Source: an optimization exercise on an open RTL-to-GDS flow (aim: small area, a short achievable clock period and few clock cycles per item). Production flows keep margins and buffers that such runs may drop. At most, simulation tests tie the RTL to the original design; equivalence was not proved. The RTL of runs 1 and 2 was laid out without a check of its function.

==> flow/design.v, too long to show whole: its modules and the start of the top module <==
// module gdiff_div: 62 lines
// module gdiff_mul: 969 lines
// module gdiff_ram: 24 lines
// module grid_liquid_diffusion_step_unit: 399 lines
module grid_liquid_diffusion_step_unit #(
	parameter int MAX_WIDTH   = gdiff_pkg::MAX_WIDTH_DEF,
	parameter int AMOUNT_BITS = gdiff_pkg::AMOUNT_BITS_DEF,
	localparam int DATA_W     = ((AMOUNT_BITS + 7) / 8) * 8
) (
	input  logic                              clk,
	input  logic                              arst_n,
	input  logic                              s_axis_tvalid,
	output logic                              s_axis_tready,
	input  logic [DATA_W-1:0]                 s_axis_tdata,    
	output logic                              m_axis_tvalid,
	input  logic                              m_axis_tready,
	output logic [DATA_W-1:0]                 m_axis_tdata,    
	output logic                              m_axis_tlast,
	input  logic                              cfg_valid,
	output logic                              cfg_ready,
	input  logic [gdiff_pkg::CFG_INDEX_W-1:0] cfg_index,
	input  logic [gdiff_pkg::CFG_DATA_W-1:0]  cfg_data
);
  // ...
==> flow/run.sh <==
#!/bin/bash
# synth_recipe.tcl (not shown) runs the flow's synth.tcl, then flattens the netlist and writes it again
# the make line also repeats each setting of config.mk as NAME=value (left out here)
make -C /OpenROAD-flow-scripts/flow DESIGN_CONFIG=/design/flow/config.mk WORK_HOME=/design/flow/orfs CLKGATE_MAP_FILE= SYNTH_SCRIPT=/design/flow/synth_recipe.tcl finish
==> flow/config.mk <==
export PLATFORM = sky130hd
export DESIGN_NAME = grid_liquid_diffusion_step_unit
export DESIGN_NICKNAME = grid_liquid_diffusion_step_unit
export VERILOG_FILES = /design/flow/design.v
export SDC_FILE = /design/flow/constraint.sdc
export NUM_CORES = 4
export LEC_CHECK = 0
export CAP_MARGIN = 20
export CORE_MARGIN = 2
export CORE_UTILIZATION = 40
export SETUP_SLACK_MARGIN = 4.0
export SLEW_MARGIN = 20
==> flow/constraint.sdc <==
create_clock -name core_clock -period 7.0 [get_ports {clk}]
set_input_delay 1.4000 -clock core_clock [delete_from_list [all_inputs] [get_ports {clk}]]
set_output_delay 1.4000 -clock core_clock [all_outputs]
set_load 0.01 [all_outputs]
==> summary.txt, run 1 <==
outcome no timing/DRC/antenna violations; hold slack 0.297 ns; layout net count 4910; Layout fillers 10800; Yosys warnings 6; vias in the first global route 29600; GRT Util Overall 0.156; post-synthesis register bit count 1466; Setup Fix Bufs, Post-CTS 142; Vias/cell 4.68; largest registers u_zring.ring_q (576), u_sring.ring_q (512), buf_q (68); Slew @ Worst Pin 1.13 ns; Antenna Cells 2; TritonCTS clock tree done; global-route track usage on met3 0.0297; global-route track usage on met2 0.248; CP Capture Point zsum_e[18]; initial drt markers 1708; Critical Path Start Type flip-flop; crit path from k_r[0]; final setup violation count 0; Slew Limit Fails 0; Clock Skews 0.0578 ns; inverters 437; commonest cells in the netlist dfxtp_1 (1264), inv_1 (434), nand2_1 (335); clk slew on worst S/H paths 0.07 ns; hold_sp u_sring.ring_q[17][2]; syn avg cell area 12.2 sq um; Most Used Layer, Global Route met2; max reg flops 576; most frequent cells in the layout dfxtp_1 (1247), inv_1 (370), nand2_1 (301), fa_1 (174), and2_1 (173)
==> run 2: changes to the inputs <==
--- a/flow/config.mk
+++ b/flow/config.mk
@@ -8,5 +8,5 @@
 export CAP_MARGIN = 20
 export CORE_MARGIN = 2
 export CORE_UTILIZATION = 40
-export SETUP_SLACK_MARGIN = 4.0
+export SETUP_SLACK_MARGIN = 3.0
 export SLEW_MARGIN = 20
==> run 2 against run 1 <==
- count of clock-buffer cells in the layout grew 3
- largest cell class unchanged
- first-iteration DRC count shrank 4.2%
- still clean on timing, DRC and antenna
- register-to-register slack got worse by 0.06 ns
- maximum frequency down 1.3%
- critical endpoint unchanged
==> summary.txt, run 2 <==
vias in the first global route 29000 (-2.1%); share of the synthesized area in the top cell type 0.499; Slew @ Worst Pin 1.02 ns (-0.105 ns); Critical Path Sink Type flip-flop; GRT Util Overall 0.149 (-0.00673); share of cells above drive strength 1 0.122; Die Y 360 microns; WP data required 7.62 ns; synthesized area 50700 sq um; placed insts 5768; most frequent cells in the layout dfxtp_1 (1251), inv_1 (431), nand2_1 (331), fa_1 (251), and2_1 (199); clock sink total 1466; number of flops mapped to enable cells by yosys 85; CTS Root Cell clkbuf_16; DRT Pass-1 Iters 7; Finished Layout Cells 6110; Setup TNS 0 ns; async set or reset register ratio after synthesis 0.0798; later-pin clock latency in the skew report 0.74 ns; Primary FF master, synth dfxtp_1; crit-path max FO 6; Synth area leaders dfxtp_1 (50%), fa_1 (10%), dfrtp_1 (5.0%); sequential share of the synthesized area 0.608; Syn Nets 4602; Antenna Cells 0 (-2); Yosys top cell by area dfxtp_1; H-tree depth 4; largest registers u_zring.ring_q (576), u_sring.ring_q (512), buf_q (68); Critical Path Start Type flip-flop; post-synthesis register bit count 1466 (unchanged); CORE AREA 126000 sq um; Syn-to-layout area delta 17.0%; Fmax achieved 229 MHz; min-delay worst type reg2reg; initial drt markers 1636 (-4.2%); routability cong. 0.842; clk buf depth 3; layout net count 4799 (-2.3%); Layout fillers 11200 (+3.3%); Yosys warnings 6 (unchanged); crit path DAT 4.98 ns; post-route ant nets 0; commonest cells in the netlist dfxtp_1 (1264), inv_1 (434), nand2_1 (335); Vias/cell 4.65 (-0.62%); clk slew on worst S/H paths 0.07 ns (about the same); worst relative slew slack 0.320; FP Rows 130; Ports 59; initial antenna violation count 5; final hold violation count 0; dpl hpwl 62600 microns; DIE WIDTH 360 microns; final setup violation count 0 (unchanged); final worst path period need 4.37 ns; Clock Skews 0.0382 ns (-0.0196 ns); max reg flops 576 (unchanged); max_cap viols 0; Port Buffer Count 58; syn avg cell area 12.2 sq um (unchanged); cts hold-fix bufs 0; most common cell after layout, fill and taps aside dfxtp_1; Final period util 0.624; Reg with most FFs u_zring.ring_q; register area 30900 sq um; Slew Limit Fails 0 (unchanged); # DRC 0; largest net degree at the start of global routing 49; Die ar. 130000 sq um; Starting Density 0.403; GR Overflow Total 0; synthesized netlist cell count 4146; first-pass GRT wire length 155000 microns; multi-input logic area 18400 sq um; critical path type reg2reg; Num CTS Buffers 143; RSZ-0062 raised after global routing yes; WL final 95000 microns; via count 28400; TritonCTS clock tree done; outcome no timing/DRC/antenna violations; routed len/inst 15.5 microns; post-synth cell types 93; most common cell in the netlist dfxtp_1
-- run 2: worst max-delay path: stages, from the launching register on --
cell and delay (ns):
dfxtp_4 0.39, buf_4 0.12, buf_6 0.11, nand2_2 0.07, ha_4 0.23, a21boi_1 0.12, o21ai_1 0.19, a21oi_2 0.09
a41o_1 0.20, o41a_1 0.36, a21o_1 0.20, a21oi_2 0.14, xnor2_1 0.14, fa_1 0.48, ha_4 0.32, nand3_4 0.08
a2111oi_4 0.33, nor3_2 0.09, o41ai_2 0.33, a21oi_1 0.12, xnor2_1 0.14
-- run 2: final timing paths --
check | start | to | slack [ns] | cells past startpoint
worst max-delay path | k_r[0] | zsum_e[18] | 2.63 | 20
worst min-delay path | u_sring.ring_q[20][3] | u_sring.ring_q[19][3] | 0.30 | 0
worst max register to register | k_r[0] | zsum_e[18] | 2.63 | 20
worst min register to register | u_sring.ring_q[20][3] | u_sring.ring_q[19][3] | 0.30 | 0
max in group asynchronous | arst_n | v_r | 5.39 | 2
min in group asynchronous | arst_n | row_q[6] | 0.55 | 1
-- run 2: final cells by class --
class	count	share of cell area
Clock buffer	196	0.0694
Clock inverter	66	0.0138
Inverter	437	0.0277
Multi-Input combinational cell	2137	0.310
Sequential cell	1466	0.521
Tap cell	1650	0.0348
Timing Repair Buffer	158	0.0231
-- run 2: through the flow --
| step | area, sq um | setup WS, ns | utilization | hold WS [ns] |
|---|---|---|---|---|
| 2_1_floorplan | 50700 | 2.88 | - | 0.310 |
| 4_1_cts | 58600 | 2.59 | 0.466 | 0.292 |
| 3_5_place_dp | 53100 | 2.32 | 0.422 | 0.312 |
| 6_report | 59300 | 2.63 | 0.472 | 0.302 |
| 5_1_grt | 59300 | 2.39 | 0.472 | 0.315 |
| 3_3_place_gp | 53100 | 2.31 | 0.422 | 0.310 |
-- run 2: what timing repair did --
| item | CTS | global route |
|---|---|---|
| gates cloned | 1 | 0 |
| pin swaps | 26 | 66 |
| endpoints found under the setup margin | 122 | 121 |
| resized for setup | 86 | 71 |
| buffers inserted | 28 | 51 |
-- run 2: layer usage --
metal  vias to the layer above  share of wire  wire length (microns)  track usage
met1                     13800           0.48                  45500        0.204
met2                       535           0.45                  42800        0.236
li1                      13800              -                      -            -
met4                         2          0.028                   2650       0.0503
met5                         -        0.00013                     12            0
met3                       184          0.043                   4050       0.0287
-- run 2: logic make-up (layout without fill, tap and decap cells) --
| family | Yosys count | in the layout | share of synthesized area |
|---|---|---|---|
| adders and majority gates | 419 | 419 | 0.142 |
| and+or+nand+nor | 974 | 974 | 0.0955 |
| xor gates and xnor gates | 161 | 161 | 0.0280 |
| DFF | 1466 | 1466 | 0.608 |
| AOI/OAI and AO/OA | 512 | 512 | 0.0656 |
| muxes | 71 | 71 | 0.0201 |
| buffers and inverters | 543 | 857 | 0.0404 |
==> module gdiff_ram, before the edit <==
module gdiff_ram #(
	parameter int WIDTH = 16,
	parameter int DEPTH = 32,
	parameter int LAG   = 0
) (
	input  logic             clk,
	input  logic             we,
	input  logic [WIDTH-1:0] wdata,
	output logic [WIDTH-1:0] head,
	output logic [WIDTH-1:0] next
);
	logic [WIDTH-1:0] ring_q [DEPTH];
	always_ff @(posedge clk) begin
		for (int p = 0; p < DEPTH; p++) begin
			if (p == DEPTH - 1 - LAG) begin
				ring_q[p] <= we ? wdata : ring_q[(p + 1) % DEPTH];
			end else begin
				ring_q[p] <= ring_q[(p + 1) % DEPTH];
			end
		end
	end
	assign head = ring_q[0];
	assign next = ring_q[1];
endmodule
==> module grid_liquid_diffusion_step_unit, before the edit <==
module grid_liquid_diffusion_step_unit #(
	parameter int MAX_WIDTH   = gdiff_pkg::MAX_WIDTH_DEF,
	parameter int AMOUNT_BITS = gdiff_pkg::AMOUNT_BITS_DEF,
	localparam int DATA_W     = ((AMOUNT_BITS + 7) / 8) * 8
) (
	input  logic                              clk,
	input  logic                              arst_n,
	input  logic                              s_axis_tvalid,
	output logic                              s_axis_tready,
	input  logic [DATA_W-1:0]                 s_axis_tdata,    
	output logic                              m_axis_tvalid,
	input  logic                              m_axis_tready,
	output logic [DATA_W-1:0]                 m_axis_tdata,    
	output logic                              m_axis_tlast,
	input  logic                              cfg_valid,
	output logic                              cfg_ready,
	input  logic [gdiff_pkg::CFG_INDEX_W-1:0] cfg_index,
	input  logic [gdiff_pkg::CFG_DATA_W-1:0]  cfg_data
);
	localparam int AB = AMOUNT_BITS;
	localparam int CW = $clog2(MAX_WIDTH);
	localparam int HB = gdiff_pkg::GRID_H_BITS;
	localparam int D  = gdiff_pkg::OUT_SLOTS;
	localparam int NB = D - 1;
	localparam int PB = (NB > 1) ? $clog2(NB) : 1;
	localparam int RW = $clog2(D + 1);
	localparam int ZW = gdiff_pkg::ZW;
	localparam int SW = ZW + 2;
	localparam logic signed [SW-1:0] ZMAX = SW'(65535);
	localparam logic signed [SW-1:0] ZMIN = -SW'(131072);
	logic [CW-1:0] wl_q, wl_n;
	logic [HB-1:0] hl_q, hl_n;
	logic [AB-1:0] den_q, den_n;
	logic [CW-1:0] col_q, col_n;
	logic [HB-1:0] row_q, row_n;
	logic          top_q, top_n;
	logic          bot_q, bot_n;
	logic [CW-1:0] pa_q, pa_n;
	logic          fpend_q, fpend_n;
	logic [CW-1:0] fcol_q, fcol_n;
	logic          cfg_wait_q, cfg_wait_n;
	logic [RW-1:0] resv_q, resv_n;
	logic          tready_q, tready_n;
	logic          cready_q, cready_n;
	logic          res_ok;
	logic          fiss;
	logic          start_free;
	logic          acc;
	logic          cfg_take;
	logic          rate_take;
	logic          produce;
	logic          pop;
	logic [CW-1:0] tok_col;
	logic          v0_q;
	logic          rc_hold;
	logic [15:0]   m_lo;
	logic [4:0]    l_sh;
	assign res_ok     = (resv_q < RW'(D));
	assign fiss       = fpend_q && (pa_q == fcol_q) && res_ok;
	assign start_free = top_q && (col_q == '0) && !fpend_q;
	assign acc        = s_axis_tvalid && tready_q;
	assign cfg_take   = cfg_valid && cready_q;
	assign rate_take  = cfg_take && (cfg_index == 2'd2);
	assign produce    = fiss || (acc && !top_q);
	assign tok_col    = start_free ? '0 : pa_q;
	assign s_axis_tready = tready_q;
	assign cfg_ready     = cready_q;
	always_comb begin
		wl_n       = wl_q;
		hl_n       = hl_q;
		den_n      = den_q;
		col_n      = col_q;
		row_n      = row_q;
		top_n      = top_q;
		bot_n      = bot_q;
		fpend_n    = fpend_q;
		fcol_n     = fcol_q;
		cfg_wait_n = cfg_valid && !cready_q;
		resv_n     = resv_q + RW'(produce) - RW'(pop);
		pa_n       = (acc && start_free) ? CW'(1) : pa_q + CW'(1);
		if (fiss) begin
			fcol_n = fcol_q + CW'(1);
			if (fcol_q == wl_q) begin
				fpend_n = 1'b0;
			end
		end
		if (acc) begin
			if (col_q == wl_q) begin
				col_n = '0;
				if (bot_q) begin
					row_n   = '0;
					top_n   = 1'b1;
					bot_n   = (hl_q == '0);
					fpend_n = 1'b1;
					fcol_n  = '0;
				end else begin
					row_n = row_q + HB'(1);
					top_n = 1'b0;
					bot_n = ((row_q + HB'(1)) == hl_q);
				end
			end else begin
				col_n = col_q + CW'(1);
			end
		end
		if (cfg_take) begin
			case (cfg_index)
				2'd0: begin
					if (cfg_data[5:0] == 6'd0) begin
						wl_n = '0;
					end else if (cfg_data[5:0] > 6'(MAX_WIDTH)) begin
						wl_n = CW'(MAX_WIDTH - 1);
					end else begin
						wl_n = CW'(cfg_data[5:0] - 6'd1);
					end
					col_n = '0;
					row_n = '0;
					top_n = 1'b1;
					bot_n = (hl_q == '0);
				end
				2'd1: begin
					hl_n  = (cfg_data == '0) ? '0 : cfg_data - HB'(1);
					col_n = '0;
					row_n = '0;
					top_n = 1'b1;
					bot_n = (cfg_data[HB-1:1] == '0);
				end
				2'd2: begin
					den_n = (cfg_data == '0) ? AB'(1) : cfg_data;
					col_n = '0;
					row_n = '0;
					top_n = 1'b1;
					bot_n = (hl_q == '0);
				end
				default: begin
				end
			endcase
		end
	end
	logic res_ok_n;
	logic fiss_n;
	logic rc_wait_n;
	always_comb begin
		res_ok_n  = (resv_n < RW'(D));
		fiss_n    = fpend_n && (pa_n == fcol_n) && res_ok_n;
		rc_wait_n = rate_take || rc_hold;
		tready_n  = !cfg_wait_n && !rc_wait_n
			&& ((top_n && (col_n == '0) && !fpend_n)
			|| ((pa_n == col_n) && (top_n ? (!fpend_n || (col_n < fcol_n) || fiss_n)
				: res_ok_n)));
		cready_n  = !tready_n && !fpend_n;
	end
	always_ff @(posedge clk or negedge arst_n) begin
		if (!arst_n) begin
			wl_q       <= CW'(MAX_WIDTH - 1);
			hl_q       <= HB'(31);
			den_q      <= AB'(8);
			col_q      <= '0;
			row_q      <= '0;
			top_q      <= 1'b1;
			bot_q      <= 1'b0;
			pa_q       <= '0;
			fpend_q    <= 1'b0;
			fcol_q     <= '0;
			cfg_wait_q <= 1'b0;
			resv_q     <= '0;
			tready_q   <= 1'b0;
			cready_q   <= 1'b0;
		end else begin
			wl_q       <= wl_n;
			hl_q       <= hl_n;
			den_q      <= den_n;
			col_q      <= col_n;
			row_q      <= row_n;
			top_q      <= top_n;
			bot_q      <= bot_n;
			pa_q       <= pa_n;
			fpend_q    <= fpend_n;
			fcol_q     <= fcol_n;
			cfg_wait_q <= cfg_wait_n;
			resv_q     <= resv_n;
			tready_q   <= tready_n;
			cready_q   <= cready_n;
		end
	end
	gdiff_div u_recip (
		.clk    (clk),
		.arst_n (arst_n),
		.start  (rate_take),
		.den    (den_q),
		.hold   (rc_hold),
		.m_lo   (m_lo),
		.shift  (l_sh)
	);
	logic          f0_q;
	logic [AB-1:0] a0_q;
	logic          lm0_q, rm0_q, top0_q, bot0_q;
	always_ff @(posedge clk or negedge arst_n) begin
		if (!arst_n) begin
			v0_q <= 1'b0;
			f0_q <= 1'b0;
		end else begin
			v0_q <= acc;
			f0_q <= fiss;
		end
	end
	always_ff @(posedge clk) begin
		a0_q   <= s_axis_tdata[AB-1:0];
		lm0_q  <= (tok_col == '0);
		rm0_q  <= (tok_col == wl_q);
		top0_q <= top_q;
		bot0_q <= bot_q;
	end
	logic [32:0]   ms, mc;
	logic          v1_q, f1_q;
	logic [AB-1:0] a1_q;
	logic [32:0]   ms1_q, mc1_q;
	logic          lm1_q, rm1_q, top1_q, bot1_q;
	gdiff_mul u_mul (
		.a (a0_q),
		.m (m_lo),
		.s (ms),
		.c (mc)
	);
	always_ff @(posedge clk or negedge arst_n) begin
		if (!arst_n) begin
			v1_q <= 1'b0;
			f1_q <= 1'b0;
		end else begin
			v1_q <= v0_q;
			f1_q <= f0_q;
		end
	end
	always_ff @(posedge clk) begin
		a1_q   <= a0_q;
		ms1_q  <= ms;
		mc1_q  <= mc;
		lm1_q  <= lm0_q;
		rm1_q  <= rm0_q;
		top1_q <= top0_q;
		bot1_q <= bot0_q;
	end
	logic [32:0]   prod;
	logic [16:0]   t16;        
	logic [AB-1:0] share;
	assign prod  = ms1_q + mc1_q;
	assign t16   = prod[32:16];
	assign share = AB'(t16 >> l_sh);
	logic          v_r, f_r;
	logic [AB-1:0] s_r;
	logic [ZW-1:0] base_r;     
	logic [2:0]    k_r;        
	logic          rm_r, top_r;
	logic [AB-1:0] prev_s_q;
	logic [AB-1:0] s_next;
	logic [AB-1:0] left_e;
	logic [AB-1:0] up_m, left_m;
	assign left_e = v_r ? s_r : prev_s_q;
	assign up_m   = top1_q ? '0 : s_next;
	assign left_m = lm1_q ? '0 : left_e;
	always_ff @(posedge clk or negedge arst_n) begin
		if (!arst_n) begin
			v_r <= 1'b0;
			f_r <= 1'b0;
		end else begin
			v_r <= v1_q;
			f_r <= f1_q;
		end
	end
	always_ff @(posedge clk) begin
		s_r    <= share;
		base_r <= {2'b00, a1_q} + {2'b00, up_m} + {2'b00, left_m};
		k_r    <= 3'(!top1_q) + 3'(!bot1_q) + 3'(!lm1_q) + 3'(!rm1_q);
		rm_r   <= rm1_q;
		top_r  <= top1_q;
		if (v_r) begin
			prev_s_q <= s_r;
		end
	end
	logic [ZW-1:0] z_head;
	logic [ZW-1:0] z_next_unused;
	logic [AB-1:0] s_head_unused;
	logic signed [SW-1:0] sum;
	logic signed [SW-1:0] zsum;
	logic [ZW-1:0] z_new;
	logic [AB-1:0] res;
	logic          res_v;
	logic          res_l;
	logic [AB-1:0] right_m, down_m;
	logic [AB+1:0] ks0, ks1, ks2;
	logic                 v_e;
	logic signed [SW-1:0] zsum_e;
	gdiff_ram #(
		.WIDTH (ZW),
		.DEPTH (MAX_WIDTH),
		.LAG   (1)
	) u_zring (
		.clk   (clk),
		.we    (v_e),
		.wdata (z_new),
		.head  (z_head),
		.next  (z_next_unused)
	);
	gdiff_ram #(
		.WIDTH (AB),
		.DEPTH (MAX_WIDTH),
		.LAG   (0)
	) u_sring (
		.clk   (clk),
		.we    (v_r),
		.wdata (s_r),
		.head  (s_head_unused),
		.next  (s_next)
	);
	assign right_m = rm_r ? '0 : s_next;
	assign down_m  = f_r ? '0 : s_r;
	assign sum     = $signed(SW'($signed(z_head))) + $signed(SW'(right_m)) + $signed(SW'(down_m));
	always_comb begin
		if (sum[SW-1]) begin
			res = '0;
		end else if (|sum[SW-2:AB]) begin
			res = '1;
		end else begin
			res = sum[AB-1:0];
		end
	end
	assign ks0  = k_r[0] ? {2'b00, s_r} : '0;
	assign ks1  = k_r[1] ? {1'b0, s_r, 1'b0} : '0;
	assign ks2  = k_r[2] ? {s_r, 2'b00} : '0;
	assign zsum = $signed(SW'(base_r)) - $signed(SW'(ks0)) - $signed(SW'(ks1))
		- $signed(SW'(ks2));
	always_ff @(posedge clk or negedge arst_n) begin
		if (!arst_n) begin
			v_e <= 1'b0;
		end else begin
			v_e <= v_r;
		end
	end
	always_ff @(posedge clk) begin
		zsum_e <= zsum;
	end
	always_comb begin
		if (zsum_e > ZMAX) begin
			z_new = ZW'(ZMAX);
		end else if (zsum_e < ZMIN) begin
			z_new = ZW'(ZMIN);
		end else begin
			z_new = zsum_e[ZW-1:0];
		end
	end
	assign res_v = f_r || (v_r && !top_r);
	assign res_l = f_r && rm_r;
	logic          m_valid_q;
	logic [AB-1:0] m_data_q;
	logic          m_last_q;
	logic [AB:0]   buf_q [NB];
	logic [PB-1:0] rd_q, wr_q;
	logic [RW-1:0] cnt_q;
	logic          load_out;
	logic          to_buf;
	logic          from_buf;
	assign pop      = m_valid_q && m_axis_tready;
	assign load_out = !m_valid_q || pop;
	assign from_buf = load_out && (cnt_q != '0);
	assign to_buf   = res_v && !(load_out && (cnt_q == '0));
	always_ff @(posedge clk or negedge arst_n) begin
		if (!arst_n) begin
			m_valid_q <= 1'b0;
			rd_q      <= '0;
			wr_q      <= '0;
			cnt_q     <= '0;
		end else begin
			if (load_out) begin
				m_valid_q <= (cnt_q != '0) || res_v;
			end
			if (from_buf) begin
				rd_q <= (rd_q == PB'(NB - 1)) ? '0 : rd_q + PB'(1);
			end
			if (to_buf) begin
				wr_q <= (wr_q == PB'(NB - 1)) ? '0 : wr_q + PB'(1);
			end
			cnt_q <= cnt_q + RW'(to_buf) - RW'(from_buf);
		end
	end
	always_ff @(posedge clk) begin
		if (load_out) begin
			if (cnt_q != '0) begin
				{m_last_q, m_data_q} <= buf_q[rd_q];
			end else begin
				{m_last_q, m_data_q} <= {res_l, res};
			end
		end
		if (to_buf) begin
			buf_q[wr_q] <= {res_l, res};
		end
	end
	assign m_axis_tvalid = m_valid_q;
	assign m_axis_tdata  = DATA_W'(m_data_q);
	assign m_axis_tlast  = m_last_q;
endmodule
==> run 3: changes to the inputs <==
--- a/flow/design.v
+++ b/flow/design.v
@@ -1048,8 +1048,9 @@
 	input  logic             clk,
 	input  logic             we,
 	input  logic [WIDTH-1:0] wdata,
-	output logic [WIDTH-1:0] head,
-	output logic [WIDTH-1:0] next
+	output logic [WIDTH-1:0] tap0,
+	output logic [WIDTH-1:0] tap1,
+	output logic [WIDTH-1:0] tap2
 );
 	logic [WIDTH-1:0] ring_q [DEPTH];
 	always_ff @(posedge clk) begin
@@ -1061,8 +1062,9 @@
 			end
 		end
 	end
-	assign head = ring_q[0];
-	assign next = ring_q[1];
+	assign tap0 = ring_q[0];
+	assign tap1 = ring_q[1];
+	assign tap2 = ring_q[2];
 endmodule
 module grid_liquid_diffusion_step_unit #(
 	parameter int MAX_WIDTH   = gdiff_pkg::MAX_WIDTH_DEF,
@@ -1089,17 +1091,16 @@
 	localparam int D  = gdiff_pkg::OUT_SLOTS;
 	localparam int NB = D - 1;
 	localparam int PB = (NB > 1) ? $clog2(NB) : 1;
-	localparam int RW = $clog2(D + 1);
+	localparam int RW = $clog2(D + 2);
 	localparam int ZW = gdiff_pkg::ZW;
 	localparam int SW = ZW + 2;
-	localparam logic signed [SW-1:0] ZMAX = SW'(65535);
-	localparam logic signed [SW-1:0] ZMIN = -SW'(131072);
 	logic [CW-1:0] wl_q, wl_n;
 	logic [HB-1:0] hl_q, hl_n;
 	logic [AB-1:0] den_q, den_n;
 	logic [CW-1:0] col_q, col_n;
 	logic [HB-1:0] row_q, row_n;
 	logic          top_q, top_n;
+	logic          sec_q, sec_n;
 	logic          bot_q, bot_n;
 	logic [CW-1:0] pa_q, pa_n;
 	logic          fpend_q, fpend_n;
@@ -1108,7 +1109,6 @@
 	logic [RW-1:0] resv_q, resv_n;
 	logic          tready_q, tready_n;
 	logic          cready_q, cready_n;
-	logic          res_ok;
 	logic          fiss;
 	logic          start_free;
 	logic          acc;
@@ -1117,12 +1117,10 @@
 	logic          produce;
 	logic          pop;
 	logic [CW-1:0] tok_col;
-	logic          v0_q;
 	logic          rc_hold;
 	logic [15:0]   m_lo;
 	logic [4:0]    l_sh;
-	assign res_ok     = (resv_q < RW'(D));
-	assign fiss       = fpend_q && (pa_q == fcol_q) && res_ok;
+	assign fiss       = fpend_q && (pa_q == fcol_q) && (resv_q < RW'(D));
 	assign start_free = top_q && (col_q == '0) && !fpend_q;
 	assign acc        = s_axis_tvalid && tready_q;
 	assign cfg_take   = cfg_valid && cready_q;
@@ -1131,6 +1129,38 @@
 	assign tok_col    = start_free ? '0 : pa_q;
 	assign s_axis_tready = tready_q;
 	assign cfg_ready     = cready_q;
+	logic          fpend_nf;
+	logic [CW-1:0] fcol_nf;
+	assign fpend_nf = fpend_q && !(fiss && (fcol_q == wl_q));
+	assign fcol_nf  = fiss ? fcol_q + CW'(1) : fcol_q;
+	logic [CW-1:0] col_a;
+	logic [HB-1:0] row_a;
+	logic          top_a, sec_a, bot_a, fend_a;
+	logic [CW-1:0] pa_a;
+	always_comb begin
+		col_a  = col_q + CW'(1);
+		row_a  = row_q;
+		top_a  = top_q;
+		sec_a  = sec_q;
+		bot_a  = bot_q;
+		fend_a = 1'b0;
+		if (col_q == wl_q) begin
+			col_a = '0;
+			if (bot_q) begin
+				row_a  = '0;
+				top_a  = 1'b1;
+				sec_a  = 1'b0;
+				bot_a  = (hl_q == '0);
+				fend_a = 1'b1;
+			end else begin
+				row_a = row_q + HB'(1);
+				top_a = 1'b0;
+				sec_a = top_q;
+				bot_a = ((row_q + HB'(1)) == hl_q);
+			end
+		end
+		pa_a = start_free ? CW'(1) : pa_q + CW'(1);
+	end
 	always_comb begin
 		wl_n       = wl_q;
 		hl_n       = hl_q;
@@ -1138,37 +1168,31 @@
 		col_n      = col_q;
 		row_n      = row_q;
 		top_n      = top_q;
+		sec_n      = sec_q;
 		bot_n      = bot_q;
-		fpend_n    = fpend_q;
-		fcol_n     = fcol_q;
+		fpend_n    = fpend_nf;
+		fcol_n     = fcol_nf;
 		cfg_wait_n = cfg_valid && !cready_q;
 		resv_n     = resv_q + RW'(produce) - RW'(pop);
-		pa_n       = (acc && start_free) ? CW'(1) : pa_q + CW'(1);
-		if (fiss) begin
-			fcol_n = fcol_q + CW'(1);
-			if (fcol_q == wl_q) begin
-				fpend_n = 1'b0;
-			end
-		end
+		pa_n       = pa_q + CW'(1);
 		if (acc) begin
-			if (col_q == wl_q) begin
-				col_n = '0;
-				if (bot_q) begin
-					row_n   = '0;
-					top_n   = 1'b1;
-					bot_n   = (hl_q == '0);
-					fpend_n = 1'b1;
-					fcol_n  = '0;
-				end else begin
-					row_n = row_q + HB'(1);
-					top_n = 1'b0;
-					bot_n = ((row_q + HB'(1)) == hl_q);
-				end
-			end else begin
-				col_n = col_q + CW'(1);
+			col_n = col_a;
+			row_n = row_a;
+			top_n = top_a;
+			sec_n = sec_a;
+			bot_n = bot_a;
+			pa_n  = pa_a;
+			if (fend_a) begin
+				fpend_n = 1'b1;
+				fcol_n  = '0;
 			end
 		end
-		if (cfg_take) begin
+		if (cfg_take && (cfg_index != 2'd3)) begin
+			col_n = '0;
+			row_n = '0;
+			top_n = 1'b1;
+			sec_n = 1'b0;
+			bot_n = (hl_q == '0);
 			case (cfg_index)
 				2'd0: begin
 					if (cfg_data[5:0] == 6'd0) begin
@@ -1178,42 +1202,50 @@
 					end else begin
 						wl_n = CW'(cfg_data[5:0] - 6'd1);
 					end
-					col_n = '0;
-					row_n = '0;
-					top_n = 1'b1;
-					bot_n = (hl_q == '0);
 				end
 				2'd1: begin
 					hl_n  = (cfg_data == '0) ? '0 : cfg_data - HB'(1);
-					col_n = '0;
-					row_n = '0;
-					top_n = 1'b1;
 					bot_n = (cfg_data[HB-1:1] == '0);
 				end
-				2'd2: begin
-					den_n = (cfg_data == '0) ? AB'(1) : cfg_data;
-					col_n = '0;
-					row_n = '0;
-					top_n = 1'b1;
-					bot_n = (hl_q == '0);
-				end
 				default: begin
+					den_n = (cfg_data == '0) ? AB'(1) : cfg_data;
 				end
 			endcase
 		end
 	end
-	logic res_ok_n;
-	logic fiss_n;
-	logic rc_wait_n;
+	function automatic logic can_take(input logic top, input logic [CW-1:0] col,
+			input logic [CW-1:0] pa, input logic fpend, input logic [CW-1:0] fcol,
+			input logic slot);
+		can_take = (top && (col == '0) && !fpend)
+			|| ((pa == col) && (top ? (!fpend || (col < fcol) || ((pa == fcol) && slot))
+				: slot));
+	endfunction
+	logic [RW-1:0] r_base;
+	logic          slot_n0, slot_a0;
+	logic          t_n0, t_n1, t_a0, t_a1;
+	logic          slot_n, slot_a;
+	logic          t_sel;
 	always_comb begin
-		res_ok_n  = (resv_n < RW'(D));
-		fiss_n    = fpend_n && (pa_n == fcol_n) && res_ok_n;
-		rc_wait_n = rate_take || rc_hold;
-		tready_n  = !cfg_wait_n && !rc_wait_n
-			&& ((top_n && (col_n == '0) && !fpend_n)
-			|| ((pa_n == col_n) && (top_n ? (!fpend_n || (col_n < fcol_n) || fiss_n)
-				: res_ok_n)));
-		cready_n  = !tready_n && !fpend_n;
+		r_base  = resv_q + RW'(fiss);
+		slot_n0 = (r_base < RW'(D));
+		slot_a0 = top_q ? slot_n0 : (r_base < RW'(D - 1));
+		t_n0    = can_take(top_q, col_q, pa_q + CW'(1), fpend_nf, fcol_nf, 1'b0);
+		t_n1    = can_take(top_q, col_q, pa_q + CW'(1), fpend_nf, fcol_nf, 1'b1);
+		t_a0    = can_take(top_a, col_a, pa_a, fend_a || fpend_nf, fend_a ? '0 : fcol_nf,
+			1'b0);
+		t_a1    = can_take(top_a, col_a, pa_a, fend_a || fpend_nf, fend_a ? '0 : fcol_nf,
+			1'b1);
+		slot_n  = pop || slot_n0;
+		slot_a  = top_q ? slot_n : (pop ? slot_n0 : slot_a0);
+		if (cfg_take) begin
+			t_sel = (cfg_index == 2'd3) ? (slot_n ? t_n1 : t_n0) : 1'b1;
+		end else if (acc) begin
+			t_sel = slot_a ? t_a1 : t_a0;
+		end else begin
+			t_sel = slot_n ? t_n1 : t_n0;
+		end
+		tready_n = t_sel && !cfg_wait_n && !rate_take && !rc_hold;
+		cready_n = !tready_n && !(acc ? (fend_a || fpend_nf) : fpend_nf);
 	end
 	always_ff @(posedge clk or negedge arst_n) begin
 		if (!arst_n) begin
@@ -1223,6 +1255,7 @@
 			col_q      <= '0;
 			row_q      <= '0;
 			top_q      <= 1'b1;
+			sec_q      <= 1'b0;
 			bot_q      <= 1'b0;
 			pa_q       <= '0;
 			fpend_q    <= 1'b0;
@@ -1238,6 +1271,7 @@
 			col_q      <= col_n;
 			row_q      <= row_n;
 			top_q      <= top_n;
+			sec_q      <= sec_n;
 			bot_q      <= bot_n;
 			pa_q       <= pa_n;
 			fpend_q    <= fpend_n;
@@ -1257,9 +1291,14 @@
 		.m_lo   (m_lo),
 		.shift  (l_sh)
 	);
-	logic          f0_q;
+	logic          v0_q, f0_q;
 	logic [AB-1:0] a0_q;
-	logic          lm0_q, rm0_q, top0_q, bot0_q;
+	logic          lm0_q, rm0_q, top0_q;
+	logic [2:0]    k0_q;
+	logic          lm_t, rm_t, uptop_t;
+	assign lm_t    = (tok_col == '0);
+	assign rm_t    = (tok_col == wl_q);
+	assign uptop_t = fiss ? (hl_q == '0) : sec_q;
 	always_ff @(posedge clk or negedge arst_n) begin
 		if (!arst_n) begin
 			v0_q <= 1'b0;
@@ -1271,16 +1310,19 @@
 	end
 	always_ff @(posedge clk) begin
 		a0_q   <= s_axis_tdata[AB-1:0];
-		lm0_q  <= (tok_col == '0);
-		rm0_q  <= (tok_col == wl_q);
+		lm0_q  <= lm_t;
+		rm0_q  <= rm_t;
 		top0_q <= top_q;
-		bot0_q <= bot_q;
+		k0_q   <= 3'(!fiss) + 3'(!uptop_t) + 3'(!lm_t) + 3'(!rm_t);
 	end
 	logic [32:0]   ms, mc;
 	logic          v1_q, f1_q;
 	logic [AB-1:0] a1_q;
 	logic [32:0]   ms1_q, mc1_q;
-	logic          lm1_q, rm1_q, top1_q, bot1_q;
+	logic [ZW-1:0] ks1_q;
+	logic          lm1_q, rm1_q, top1_q;
+	logic [AB-1:0] s_tap1, s_tap2;
+	logic [ZW-1:0] z_tap1;
 	gdiff_mul u_mul (
 		.a (a0_q),
 		.m (m_lo),
@@ -1300,29 +1342,28 @@
 		a1_q   <= a0_q;
 		ms1_q  <= ms;
 		mc1_q  <= mc;
+		ks1_q  <= (k0_q[0] ? ZW'(s_tap2) : '0) + (k0_q[1] ? ZW'({s_tap2, 1'b0}) : '0)
+			+ (k0_q[2] ? ZW'({s_tap2, 2'b00}) : '0);
 		lm1_q  <= lm0_q;
 		rm1_q  <= rm0_q;
 		top1_q <= top0_q;
-		bot1_q <= bot0_q;
 	end
 	logic [32:0]   prod;
-	logic [16:0]   t16;        
+	logic [16:0]   t16;
 	logic [AB-1:0] share;
-	assign prod  = ms1_q + mc1_q;
-	assign t16   = prod[32:16];
-	assign share = AB'(t16 >> l_sh);
 	logic          v_r, f_r;
 	logic [AB-1:0] s_r;
-	logic [ZW-1:0] base_r;     
-	logic [2:0]    k_r;        
+	logic [ZW-1:0] base_r;
+	logic signed [SW-1:0] pre_r;
 	logic          rm_r, top_r;
 	logic [AB-1:0] prev_s_q;
-	logic [AB-1:0] s_next;
-	logic [AB-1:0] left_e;
-	logic [AB-1:0] up_m, left_m;
-	assign left_e = v_r ? s_r : prev_s_q;
-	assign up_m   = top1_q ? '0 : s_next;
-	assign left_m = lm1_q ? '0 : left_e;
+	logic [AB-1:0] left_m, up_m, right_m;
+	assign prod    = ms1_q + mc1_q;
+	assign t16     = prod[32:16];
+	assign share   = AB'(t16 >> l_sh);
+	assign left_m  = lm1_q ? '0 : (v_r ? s_r : prev_s_q);
+	assign up_m    = top1_q ? '0 : s_tap1;
+	assign right_m = rm1_q ? '0 : s_tap2;
 	always_ff @(posedge clk or negedge arst_n) begin
 		if (!arst_n) begin
 			v_r <= 1'b0;
@@ -1334,37 +1375,31 @@
 	end
 	always_ff @(posedge clk) begin
 		s_r    <= share;
-		base_r <= {2'b00, a1_q} + {2'b00, up_m} + {2'b00, left_m};
-		k_r    <= 3'(!top1_q) + 3'(!bot1_q) + 3'(!lm1_q) + 3'(!rm1_q);
+		base_r <= ZW'(a1_q) + ZW'(up_m) + ZW'(left_m);
+		pre_r  <= $signed(SW'(z_tap1)) + $signed(SW'(right_m)) - $signed(SW'(ks1_q));
 		rm_r   <= rm1_q;
 		top_r  <= top1_q;
 		if (v_r) begin
 			prev_s_q <= s_r;
 		end
 	end
-	logic [ZW-1:0] z_head;
-	logic [ZW-1:0] z_next_unused;
-	logic [AB-1:0] s_head_unused;
+	logic [AB-1:0] s_tap0_unused;
+	logic [ZW-1:0] z_tap0_unused, z_tap2_unused;
 	logic signed [SW-1:0] sum;
-	logic signed [SW-1:0] zsum;
-	logic [ZW-1:0] z_new;
 	logic [AB-1:0] res;
 	logic          res_v;
 	logic          res_l;
-	logic [AB-1:0] right_m, down_m;
-	logic [AB+1:0] ks0, ks1, ks2;
-	logic                 v_e;
-	logic signed [SW-1:0] zsum_e;
 	gdiff_ram #(
 		.WIDTH (ZW),
 		.DEPTH (MAX_WIDTH),
-		.LAG   (1)
+		.LAG   (0)
 	) u_zring (
 		.clk   (clk),
-		.we    (v_e),
-		.wdata (z_new),
-		.head  (z_head),
-		.next  (z_next_unused)
+		.we    (v_r),
+		.wdata (base_r),
+		.tap0  (z_tap0_unused),
+		.tap1  (z_tap1),
+		.tap2  (z_tap2_unused)
 	);
 	gdiff_ram #(
 		.WIDTH (AB),
@@ -1374,12 +1409,11 @@
 		.clk   (clk),
 		.we    (v_r),
 		.wdata (s_r),
-		.head  (s_head_unused),
-		.next  (s_next)
+		.tap0  (s_tap0_unused),
+		.tap1  (s_tap1),
+		.tap2  (s_tap2)
 	);
-	assign right_m = rm_r ? '0 : s_next;
-	assign down_m  = f_r ? '0 : s_r;
-	assign sum     = $signed(SW'($signed(z_head))) + $signed(SW'(right_m)) + $signed(SW'(down_m));
+	assign sum = pre_r + $signed(SW'(f_r ? '0 : s_r));
 	always_comb begin
 		if (sum[SW-1]) begin
 			res = '0;
@@ -1389,30 +1423,6 @@
 			res = sum[AB-1:0];
 		end
 	end
-	assign ks0  = k_r[0] ? {2'b00, s_r} : '0;
-	assign ks1  = k_r[1] ? {1'b0, s_r, 1'b0} : '0;
-	assign ks2  = k_r[2] ? {s_r, 2'b00} : '0;
-	assign zsum = $signed(SW'(base_r)) - $signed(SW'(ks0)) - $signed(SW'(ks1))
-		- $signed(SW'(ks2));
-	always_ff @(posedge clk or negedge arst_n) begin
-		if (!arst_n) begin
-			v_e <= 1'b0;
-		end else begin
-			v_e <= v_r;
-		end
-	end
-	always_ff @(posedge clk) begin
-		zsum_e <= zsum;
-	end
-	always_comb begin
-		if (zsum_e > ZMAX) begin
-			z_new = ZW'(ZMAX);
-		end else if (zsum_e < ZMIN) begin
-			z_new = ZW'(ZMIN);
-		end else begin
-			z_new = zsum_e[ZW-1:0];
-		end
-	end
 	assign res_v = f_r || (v_r && !top_r);
 	assign res_l = f_r && rm_r;
 	logic          m_valid_q;
--- a/flow/config.mk
+++ b/flow/config.mk
@@ -8,5 +8,5 @@
 export CAP_MARGIN = 20
 export CORE_MARGIN = 2
 export CORE_UTILIZATION = 40
-export SETUP_SLACK_MARGIN = 3.0
+export SETUP_SLACK_MARGIN = 4.5
 export SLEW_MARGIN = 20
==> run 3 against run 2 <==
- still clean on timing, DRC and antenna
- first-iteration DRC count grew 17%
- global-route usage grew 1.7 points
- maximum frequency grew 15%
- synthesized cell count grew 7.7%
- cell count grew 10%
- setup slack gained 0.57 ns
- critical path depth shrank 9
- critical path type unchanged
- critical endpoint is now mc1_q[17]
- highest routed layer is now met4
==> summary.txt, run 3 <==
synthesized netlist cell count 4466 (+7.7%); # DRC 0 (unchanged); Clock Skews 0.0387 ns (+0.000507 ns); largest net degree at the start of global routing 50 (+2.0%); crit-path max FO 4 (-2); largest family of logic cells by synthesized area adder cells; dpl hpwl 73500 microns (+17%); number of flops mapped to enable cells by yosys 85 (unchanged); initial drt markers 1907 (+17%); routability cong. 0.848 (+0.75%); Primary FF master, synth dfxtp_1; Starting Density 0.402 (-0.000579); hold_sp u_sring.ring_q[23][6]; Reg with most FFs u_zring.ring_q; syn avg cell area 11.8 sq um (-3.2%); Synth Area in XOR/XNOR 0.0268 (-0.00122); Fmax achieved 263 MHz (+15%); cts hold-fix bufs 0 (unchanged); WL final 113000 microns (+19%); Layout fillers 11200 (+0.15%); DRT Pass-1 Iters 6 (-1); TritonCTS clock tree done; max reg flops 576 (unchanged); Critical Path Sink Type flip-flop; final setup violation count 0 (unchanged); RSZ-0062 raised after global routing yes; H-tree depth 4 (unchanged); Finished Layout Cells 6748 (+10%); clk slew on worst S/H paths 0.06 ns (about the same); Slew @ Worst Pin 0.889 ns (-0.131 ns); post-synth cell types 99 (+6.5%); Yosys warnings 6 (unchanged); post-synthesis register bit count 1498 (+2.2%); later-pin clock latency in the skew report 0.77 ns (+0.03 ns); largest registers u_zring.ring_q (576), u_sring.ring_q (512), buf_q (68); FF-to-FF Start u_recip.num_q[4]; min-delay worst type reg2reg; share of cells above drive strength 1 0.275 (+0.153); via count 32200 (+14%); synthesized area 52800 sq um (+4.3%); outcome no timing/DRC/antenna violations; Port Buffer Count 58 (unchanged); first-pass GRT wire length 178000 microns (+15%); initial antenna violation count 7 (+2); Synth Area in Simple Gates 0.108 (+0.0125); clk buf depth 3 (unchanged); GRT Util Overall 0.166 (+0.0173); most frequent cells in the layout dfxtp_1 (1257), inv_1 (365), nand2_1 (343), buf_4 (227), and2_1 (165); final hold violation count 0 (unchanged); GR Overflow Total 0 (unchanged); Post-Place Setup Slack 2.88 ns (+0.556 ns); Ports 59 (unchanged); final worst path period need 3.80 ns (-0.570 ns); commonest cells in the netlist dfxtp_1 (1296), inv_1 (443), nand2_1 (382); crit path DAT 4.43 ns (-0.55 ns); share of the synthesized area in the top cell type 0.491 (-0.00835); Die Y 367 microns (+2.1%); most common cell after layout, fill and taps aside dfxtp_1; placed insts 6167 (+6.9%); sequential share of the synthesized area 0.595 (-0.0128); most common cell in the netlist dfxtp_1; Vias/cell 4.78 (+2.8%); Final period util 0.543 (-0.0814); DIE WIDTH 367 microns (+2.1%); worst relative slew slack 0.407 (+0.0876); PnR worst setup slack 3.20 ns (+0.570 ns); Syn-to-layout area delta 26.6%; CTS Root Cell clkbuf_16; Slew Limit Fails 0 (unchanged); routed len/inst 16.8 microns (+8.1%); Setup TNS 0 ns (unchanged); critical path type reg2reg; max_cap viols 0 (unchanged); Synth area leaders dfxtp_1 (49%), fa_1 (9.9%), dfrtp_1 (4.8%); post-synthesis mux area share 0.0172 (-0.00284); crit path from u_recip.num_q[4]; CORE AREA 131000 sq um (+4.4%); Synth Area in Adders 0.139 (-0.00366); post-synthesis compound-gate area fraction 0.0725 (+0.00693); WP data required 7.63 ns (about the same); vias in the first global route 32600 (+12%); post-route ant nets 0 (unchanged); async set or reset register ratio after synthesis 0.0781 (-0.00170); layout net count 5338 (+11%); Syn Nets 4931 (+7.1%); clock sink total 1498 (+2.2%); Die ar. 135000 sq um (+4.2%); Critical Path Start Type flip-flop; Yosys top cell by area dfxtp_1; Num CTS Buffers 145 (+1.4%); FP Rows 133 (+2.3%)
-- run 3: cell count changes after synthesis, moves of 19 or more --
cell	delta
o21a_1	-21
nor2b_1	+29
o21ai_0	-25
nand2_1	+47
dfxtp_1	+32
a21oi_1	+27
nor2_1	+58
nand3_1	+19
o21ai_1	+46
-- run 3: through the flow --
step / area, sq um / utilization / hold slack, ns
3_5_place_dp: 56300 / 0.429 / 0.312
3_3_place_gp: 56300 / 0.429 / 0.310
6_report: 66900 / 0.510 / 0.309
5_1_grt: 66900 / 0.510 / 0.303
2_1_floorplan: 54400 / - / 0.310
4_1_cts: 65000 / 0.495 / 0.298
-- run 3: cell type report --
cell class / instances / area [sq um] / area share
Timing Repair inverter: 1 / 5.00 / 0.0000748
Timing Repair Buffer: 387 / 3600 / 0.0538
Clock buffer: 197 / 4130 / 0.0617
Inverter: 443 / 1710 / 0.0255
Antenna cell: 1 / 2.50 / 0.0000374
Clock inverter: 69 / 1120 / 0.0167
Sequential cell: 1498 / 31600 / 0.473
Tap cell: 1755 / 2200 / 0.0328
Multi-Input combinational cell: 2397 / 22500 / 0.337
-- run 3: routing by layer --
| layer | track usage | wire, microns | up-vias |
|---|---|---|---|
| li1 | - | - | 15400 |
| met5 | 0 | 0 | - |
| met4 | 0.0567 | 3300 | 0 |
| met2 | 0.271 | 53100 | 817 |
| met3 | 0.0304 | 5690 | 216 |
| met1 | 0.222 | 51400 | 15800 |
-- run 3: logic make-up after synthesis --
| kind of cell | count (synthesis) |
|---|---|
| AO/OA/AOI/OAI | 601 |
| XOR/XNOR | 155 |
| adder cells (fa/ha/maj) | 429 |
| buffers and inverters | 572 |
| flip-flops | 1498 |
| multiplexers | 64 |
| AND/OR/NAND/NOR | 1147 |
-- run 3: worst paths after layout --
check	end	slack, ns	cells after the start
max in group asynchronous	u_recip.num_q[12]	5.21	2
setup / recovery	mc1_q[17]	3.20	11
min in group asynchronous	row_q[15]	0.69	1
hold / removal	u_sring.ring_q[22][6]	0.31	0
setup reg to reg	mc1_q[17]	3.20	11
hold reg to reg	u_sring.ring_q[22][6]	0.31	0
-- run 3: repair_timing --
| action | in CTS | in global routing |
|---|---|---|
| resized for setup | 520 | 287 |
| cloned | 3 | 4 |
| buffers inserted | 212 | 95 |
| pin swaps | 213 | 199 |
| endpoints found under the setup margin | 351 | 258 |
-- run 3: worst max-delay path, cell delays in order (launching register included) --
cell     delay, ns
dfrtp_4       0.50
and2_4        0.15
fa_1          0.53
inv_1         0.05
fa_1          0.52
inv_1         0.06
fa_2          0.52
inv_2         0.04
fa_2          0.33
fa_1          0.50
inv_1         0.05
fa_1          0.42
Testbench counts of run 3, summed over its fixed seeds: cycles 6,872, items 6,464.
==> run 4: changes to the inputs <==
--- a/flow/config.mk
+++ b/flow/config.mk
@@ -8,5 +8,5 @@
 export CAP_MARGIN = 20
 export CORE_MARGIN = 2
 export CORE_UTILIZATION = 40
-export SETUP_SLACK_MARGIN = 4.5
+export SETUP_SLACK_MARGIN = 4.0
 export SLEW_MARGIN = 20
==> run 4 against run 3 <==
- global-route usage is 0.26 points lower
- cell area is 3.3% lower
- setup slack worse by 0.015 ns
- largest cell class unchanged
- highest routed layer unchanged
==> summary.txt, run 4 <==
Synth area leaders dfxtp_1 (49%), fa_1 (9.9%), dfrtp_1 (4.8%); post-route ant nets 0 (unchanged); crit-path max FO 18 (+14); # DRC 0 (unchanged); synthesized area 52800 sq um (unchanged); Reg with most FFs u_zring.ring_q; later-pin clock latency in the skew report 0.76 ns (about the same); Synth Area in Simple Gates 0.108 (unchanged); share of cells above drive strength 1 0.217 (-0.0579); slowest cell on the critical path fa_1; CP max stage delay 0.51 ns (-0.02 ns); post-synthesis compound-gate area fraction 0.0725 (unchanged); routability cong. 0.849 (about the same); Syn Nets 4931 (unchanged); WL final 110000 microns (-2.9%); RSZ-0062 raised after global routing yes; most frequent CP cell fa_1; largest registers u_zring.ring_q (576), u_sring.ring_q (512), buf_q (68); H-tree depth 4 (unchanged); Critical Path Start Type flip-flop; Clock Skews 0.0359 ns (-0.00282 ns); largest family of logic cells by synthesized area adder cells; critical path type reg2reg; Buf/Inv on CP 4 (unchanged); GRT Util Overall 0.164 (-0.00255); commonest cells in the netlist dfxtp_1 (1296), inv_1 (443), nand2_1 (382); routed len/inst 16.6 microns (-1.4%); final setup violation count 0 (unchanged); sequential share of the synthesized area 0.595 (unchanged); FP Rows 133 (unchanged); Layout fillers 11400 (+2.0%); post-synthesis mux area share 0.0172 (unchanged); Setup TNS 0 ns (unchanged); Final period util 0.545 (+0.00220); number of flops mapped to enable cells by yosys 85 (unchanged); Slew @ Worst Pin 1.05 ns (+0.166 ns); first-pass GRT wire length 176000 microns (-1.3%); most frequent cells in the layout dfxtp_1 (1267), inv_1 (385), nand2_1 (349), and2_1 (184), fa_1 (176); post-synthesis register bit count 1498 (unchanged); dpl hpwl 71100 microns (-3.3%); Critical Path Sink Type flip-flop; CORE AREA 131000 sq um (unchanged); initial antenna violation count 7 (unchanged); Vias/cell 4.75 (-0.68%); Num CTS Buffers 142 (-2.1%); Ports 59 (unchanged); Syn-to-layout area delta 22.5%; most common cell after layout, fill and taps aside dfxtp_1; DIE WIDTH 367 microns (unchanged); largest net degree at the start of global routing 61 (+22%); Slew Limit Fails 0 (unchanged); async set or reset register ratio after synthesis 0.0781 (unchanged); share of the synthesized area in the top cell type 0.491 (unchanged); clock sink total 1498 (unchanged); synthesized netlist cell count 4466 (unchanged); Synth Area in XOR/XNOR 0.0268 (unchanged); crit path DAT 4.43 ns (about the same); Yosys warnings 6 (unchanged); crit-path cells and2_1 > fa_1 > inv_1 > fa_1 > inv_2 > fa_2 > fa_1 > inv_1 > fa_1 > inv_1 > fa_1; Yosys top cell by area dfxtp_1; Starting Density 0.402 (unchanged); final hold violation count 0 (unchanged); worst relative slew slack 0.297 (-0.110); TritonCTS clock tree done; min-delay worst type reg2reg; clk buf depth 3 (unchanged); via count 31500 (-2.2%); max_cap viols 0 (unchanged); WP data required 7.62 ns (about the same); Die ar. 135000 sq um (unchanged); GR Overflow Total 0 (unchanged); max reg flops 576 (unchanged); Primary FF master, synth dfxtp_1; Port Buffer Count 58 (unchanged); Antenna Cells 0 (-1); vias in the first global route 32200 (-1.3%); family with the most delay on the worst path adder cells; syn avg cell area 11.8 sq um (unchanged); clk slew on worst S/H paths 0.06 ns (about the same); DRT Pass-1 Iters 6 (unchanged); layout net count 5234 (-1.9%); post-synth cell types 99 (unchanged); Fmax achieved 262 MHz (-0.40%); Synth Area in Adders 0.139 (unchanged); CTS Root Cell clkbuf_16; most common cell in the netlist dfxtp_1; final worst path period need 3.81 ns (+0.0154 ns); Die Y 367 microns (unchanged); initial drt markers 1989 (+4.3%); outcome no timing/DRC/antenna violations
## run 4: final timing paths
path                                  startpoint                    end  slack [ns]  cells after the start
max                                      a0_q[8]              mc1_q[17]        3.19                     11
min                        u_sring.ring_q[18][6]  u_sring.ring_q[17][6]        0.30                      0
max reg2reg                              a0_q[8]              mc1_q[17]        3.19                     11
min reg2reg                u_sring.ring_q[18][6]  u_sring.ring_q[17][6]        0.30                      0
max in group asynchronous                 arst_n       u_recip.num_q[4]        4.71                      2
min in group asynchronous                 arst_n               row_q[5]        0.70                      1
## run 4: final cells by class
type / instances / area, sq um / area share
Clock buffer: 208 / 4150 / 0.0641
Sequential cell: 1498 / 31600 / 0.488
Tap cell: 1755 / 2200 / 0.0339
Inverter: 443 / 1670 / 0.0259
Clock inverter: 54 / 825 / 0.0127
Timing Repair Buffer: 286 / 2640 / 0.0408
Multi-Input combinational cell: 2397 / 21600 / 0.334
Timing Repair inverter: 1 / 5.00 / 0.0000774
## run 4: layer usage
layer  part of all wire  vias to the layer above  global-route usage
met3              0.042                      195              0.0284
met2               0.46                      623               0.260
met5                  0                        -                   0
met1               0.47                    15400               0.226
li1                   -                    15300                   -
met4              0.025                        0              0.0541
## run 4: logic make-up (layout without fill, tap and decap cells)
family                   count (synthesis)  count (layout)
multiplexers                            64              64
XOR/XNOR                               155             155
flip-flops                            1498            1498
adder cells (fa/ha/maj)                429             429
AND/OR/NAND/NOR                       1147            1148
AO/OA/AOI/OAI                          601             601
buffers and inverters                  572             992
## run 4: stage by stage
stage / hold WS, ns / instance area (sq um) / setup WS [ns] / cells / util
after global placement: 0.309 / 55600 / 2.90 / 6166 / 0.424
after global routing: 0.300 / 64700 / 3.11 / 6642 / 0.493
after detailed placement: 0.312 / 55600 / 2.81 / 6166 / 0.424
after floorplan: 0.310 / 53500 / 3.30 / 4466 / -
final: 0.299 / 64700 / 3.19 / 6642 / 0.493
after CTS: 0.300 / 63200 / 3.18 / 6591 / 0.482
## run 4: timing repair
| item | CTS | global route |
|---|---|---|
| setup endpoints to repair | 301 | 188 |
| hold buffers | 0 | 0 |
| gates resized for setup | 393 | 228 |
| setup buffers | 161 | 50 |
| gates cloned | 2 | 1 |
| pin swaps | 162 | 134 |
==> run 5: changes to the inputs <==
--- a/flow/config.mk
+++ b/flow/config.mk
@@ -8,5 +8,7 @@
 export CAP_MARGIN = 20
 export CORE_MARGIN = 2
 export CORE_UTILIZATION = 40
+export CTS_BUF_LIST = sky130_fd_sc_hd__clkbuf_8
+export CTS_CLUSTER_SIZE = 30
 export SETUP_SLACK_MARGIN = 4.0
 export SLEW_MARGIN = 20
==> run 5 against run 4 <==
- critical endpoint unchanged
- maximum frequency rose by 0.11%
- routed wire length up 1.7%
- still clean on timing, DRC and antenna
- sequential cell count stayed put
==> summary.txt, run 5 <==
most frequent cells in the layout dfxtp_1 (1267), inv_1 (432), nand2_1 (352), clkbuf_8 (289), and2_1 (178); FP Rows 133 (unchanged); post-synthesis register bit count 1498 (unchanged); GRT Util Overall 0.165 (+0.00166); Critical Path Sink Type flip-flop; final hold violation count 0 (unchanged); most common cell after layout, fill and taps aside dfxtp_1; Die ar. 135000 sq um (unchanged); sequential share of the synthesized area 0.595 (unchanged); Finished Layout Cells 6807 (+2.5%); Critical Path Start Type flip-flop; post-route ant nets 0 (unchanged); layout net count 5324 (+1.7%); max_cap viols 0 (unchanged); routed len/inst 16.5 microns (-0.74%); clk buf depth 3 (unchanged); Slew Limit Fails 0 (unchanged); multi-input logic area 21500 sq um (-0.37%); initial drt markers 1773 (-11%); Post-Place Setup Slack 2.81 ns (unchanged); largest net degree at the start of global routing 61 (unchanged); via count 32000 (+1.6%); # DRC 0 (unchanged); Final period util 0.544 (-0.000609); Ports 59 (unchanged); share of cells above drive strength 1 0.245 (+0.0278); Die Y 367 microns (unchanged); Clock Skews 0.0508 ns (+0.0149 ns); outcome no timing/DRC/antenna violations; most common cell in the netlist dfxtp_1; RSZ-0062 raised after global routing yes; Fmax achieved 263 MHz (+0.11%); cts hold-fix bufs 0 (unchanged); Starting Density 0.402 (unchanged); post-synth cell types 99 (unchanged); hold_sp u_zring.ring_q[11][5]; Yosys warnings 6 (unchanged); share of the synthesized area in the top cell type 0.491 (unchanged); placed insts 6166 (unchanged); commonest cells in the netlist dfxtp_1 (1296), inv_1 (443), nand2_1 (382); critical path type reg2reg; FF-to-FF Start u_recip.num_q[4]; Hold Path Depth 0 (unchanged); initial antenna violation count 8 (+1); worst r2r dst mc1_q[17]; crit path DAT 4.58 ns (+0.15 ns); number of flops mapped to enable cells by yosys 85 (unchanged); hold slack 0.300 ns (+0.000745 ns); Layout fillers 11500 (+0.66%); async set or reset register ratio after synthesis 0.0781 (unchanged); largest registers u_zring.ring_q (576), u_sring.ring_q (512), buf_q (68); Vias/cell 4.71 (-0.84%); synthesized netlist cell count 4466 (unchanged); vias in the first global route 32900 (+2.2%); Worst Hold End u_zring.ring_q[10][5]; max reg flops 576 (unchanged); first-pass GRT wire length 178000 microns (+1.3%); Yosys top cell by area dfxtp_1; Slew @ Worst Pin 1.05 ns (-0.00901 ns); Synth area leaders dfxtp_1 (49%), fa_1 (9.9%), dfrtp_1 (4.8%); Syn-to-layout area delta 22.5% (about the same); Num CTS Buffers 218 (+54%); register area 31600 sq um (about the same); DRT Pass-1 Iters 6 (unchanged); syn avg cell area 11.8 sq um (unchanged); Setup TNS 0 ns (unchanged); clk slew on worst S/H paths 0.07 ns (about the same); WP data required 7.77 ns (+0.15 ns); Primary FF master, synth dfxtp_1; DIE WIDTH 367 microns (unchanged); CORE AREA 131000 sq um (unchanged); final setup violation count 0 (unchanged); Reg with most FFs u_zring.ring_q; synthesized area 52800 sq um (unchanged); PnR worst setup slack 3.19 ns (+0.00426 ns); min-delay worst type reg2reg; clock sink total 1498 (unchanged); Port Buffer Count 58 (unchanged); WL final 112000 microns (+1.7%); cells on worst reg2reg path 11 (unchanged); later-pin clock latency in the skew report 0.91 ns (+0.15 ns); CTS Root Cell clkbuf_8; Syn Nets 4931 (unchanged); register-to-register setup slack 3.19 ns (about the same); worst relative slew slack 0.303 (+0.00600); TritonCTS clock tree done; GR Overflow Total 0 (unchanged); crit-path max FO 5 (-13); routability cong. 0.849 (unchanged); final worst path period need 3.81 ns (-0.00426 ns); H-tree depth 4 (unchanged); dpl hpwl 71100 microns (unchanged)
-- run 5: cell counts after synthesis --
Identical to the previous run, type by type.
-- run 5: per-stage QoR --
stage                     area, sq um  utilization
after floorplan                 53500            -
after global placement          55600        0.424
after detailed placement        55600        0.424
after CTS                       63100        0.481
after global routing            64700        0.493
final                           64700        0.493
-- run 5: cell type report --
| type | instances | share of cell area |
|---|---|---|
| Timing Repair inverter | 1 | 0.0000774 |
| Antenna cell | 1 | 0.0000387 |
| Clock inverter | 123 | 0.0145 |
| Sequential cell | 1498 | 0.488 |
| Tap cell | 1755 | 0.0339 |
| Clock buffer | 289 | 0.0615 |
| Timing Repair Buffer | 300 | 0.0430 |
| Inverter | 443 | 0.0259 |
| Multi-Input combinational cell | 2397 | 0.333 |
-- run 5: layer usage --
metal  GRT usage  wire length [microns]  vias to the layer above
met2       0.262                  51900                      719
li1            -                      -                    15500
met5           0                      0                        -
met3      0.0303                   5400                      198
met1       0.225                  51900                    15700
met4      0.0602                   2810                        0
-- run 5: cells by family (layout without fill, tap and decap cells) --
kind of cell	after synthesis	in the layout	synth area share
other	0	1	0
adders and majority gates	429	429	0.139
DFF	1498	1498	0.595
buffers and inverters	572	1156	0.0415
xor gates and xnor gates	155	155	0.0268
muxes	64	64	0.0172
AOI/OAI and AO/OA	601	601	0.0725
and+or+nand+nor	1147	1148	0.108
-- run 5: what timing repair did --
item | CTS | global route
hold endpoints to repair | 0 | 0
pin swaps | 157 | 146
gates cloned | 3 | 1
setup buffers | 158 | 66
endpoints found under the setup margin | 312 | 200
resized for setup | 423 | 248
-- run 5: worst max-delay path by stage --
stage | from | to | slack, ns | cells after the start
after floorplan | u_recip.num_q[9] | mc1_q[17] | 3.30 | 12
after global placement | cfg_data[9] | den_q[1] | 2.90 | 6
after detailed placement | cfg_data[9] | den_q[0] | 2.81 | 7
after CTS | u_recip.num_q[9] | mc1_q[17] | 3.20 | 11
after global routing | u_recip.num_q[4] | mc1_q[17] | 3.12 | 11
final | u_recip.num_q[4] | mc1_q[17] | 3.19 | 11
-- run 5: worst max-delay path, cell delays in order (launching register included) --
cell and delay, ns:
dfrtp_4 0.52, and2_4 0.16, fa_1 0.54, inv_2 0.04, fa_1 0.53, inv_2 0.04
fa_2 0.52, inv_2 0.04, fa_2 0.35, fa_1 0.49, inv_1 0.05, fa_1 0.42

## separate check: timing with driven ports
The flow's constraints put no driver on any port. The routed layouts listed below were extracted and timed again, unchanged, in two steps.
Step 1 (the two cells are an assumption about what drives the block):
set clk [get_ports {clk}]
set_driving_cell -lib_cell sky130_fd_sc_hd__clkbuf_16 $clk
set_driving_cell -lib_cell sky130_fd_sc_hd__buf_2 [delete_from_list [all_inputs] $clk]
Step 2, shift: input delay + t, output delay - t, t = (earliest + latest rising clock arrival at the registers) / 2. This alone moves slack from input paths to output paths.
Three values: no drivers, after step 1, after step 2; two values: the first two.
| run | shift t [ns] | slack for setup (ns) | clock arrival spread, ns | worst register clock-pin slew, ns |
|---|---|---|---|---|
| run 1 | 0.824 | 2.689 / 2.689 / 2.689 | 0.058 / 0.058 | 0.07 / 0.07 |
| run 2 | 0.790 | 2.632 / 2.632 / 2.618 | 0.040 / 0.039 | 0.07 / 0.07 |
| run 3 | 0.826 | 3.202 / 3.203 / 3.203 | 0.041 / 0.040 | 0.06 / 0.06 |
| run 4 | 0.819 | 3.187 / 3.187 / 3.187 | 0.043 / 0.043 | 0.07 / 0.07 |
| run 5 | 0.955 | 3.191 / 3.191 / 3.191 | 0.050 / 0.051 | 0.08 / 0.08 |
After both steps setup and hold are still met in every run listed. The setup slack of run 2, which loses most, moves by 0.000 ns with the drivers and by -0.014 ns with both steps.
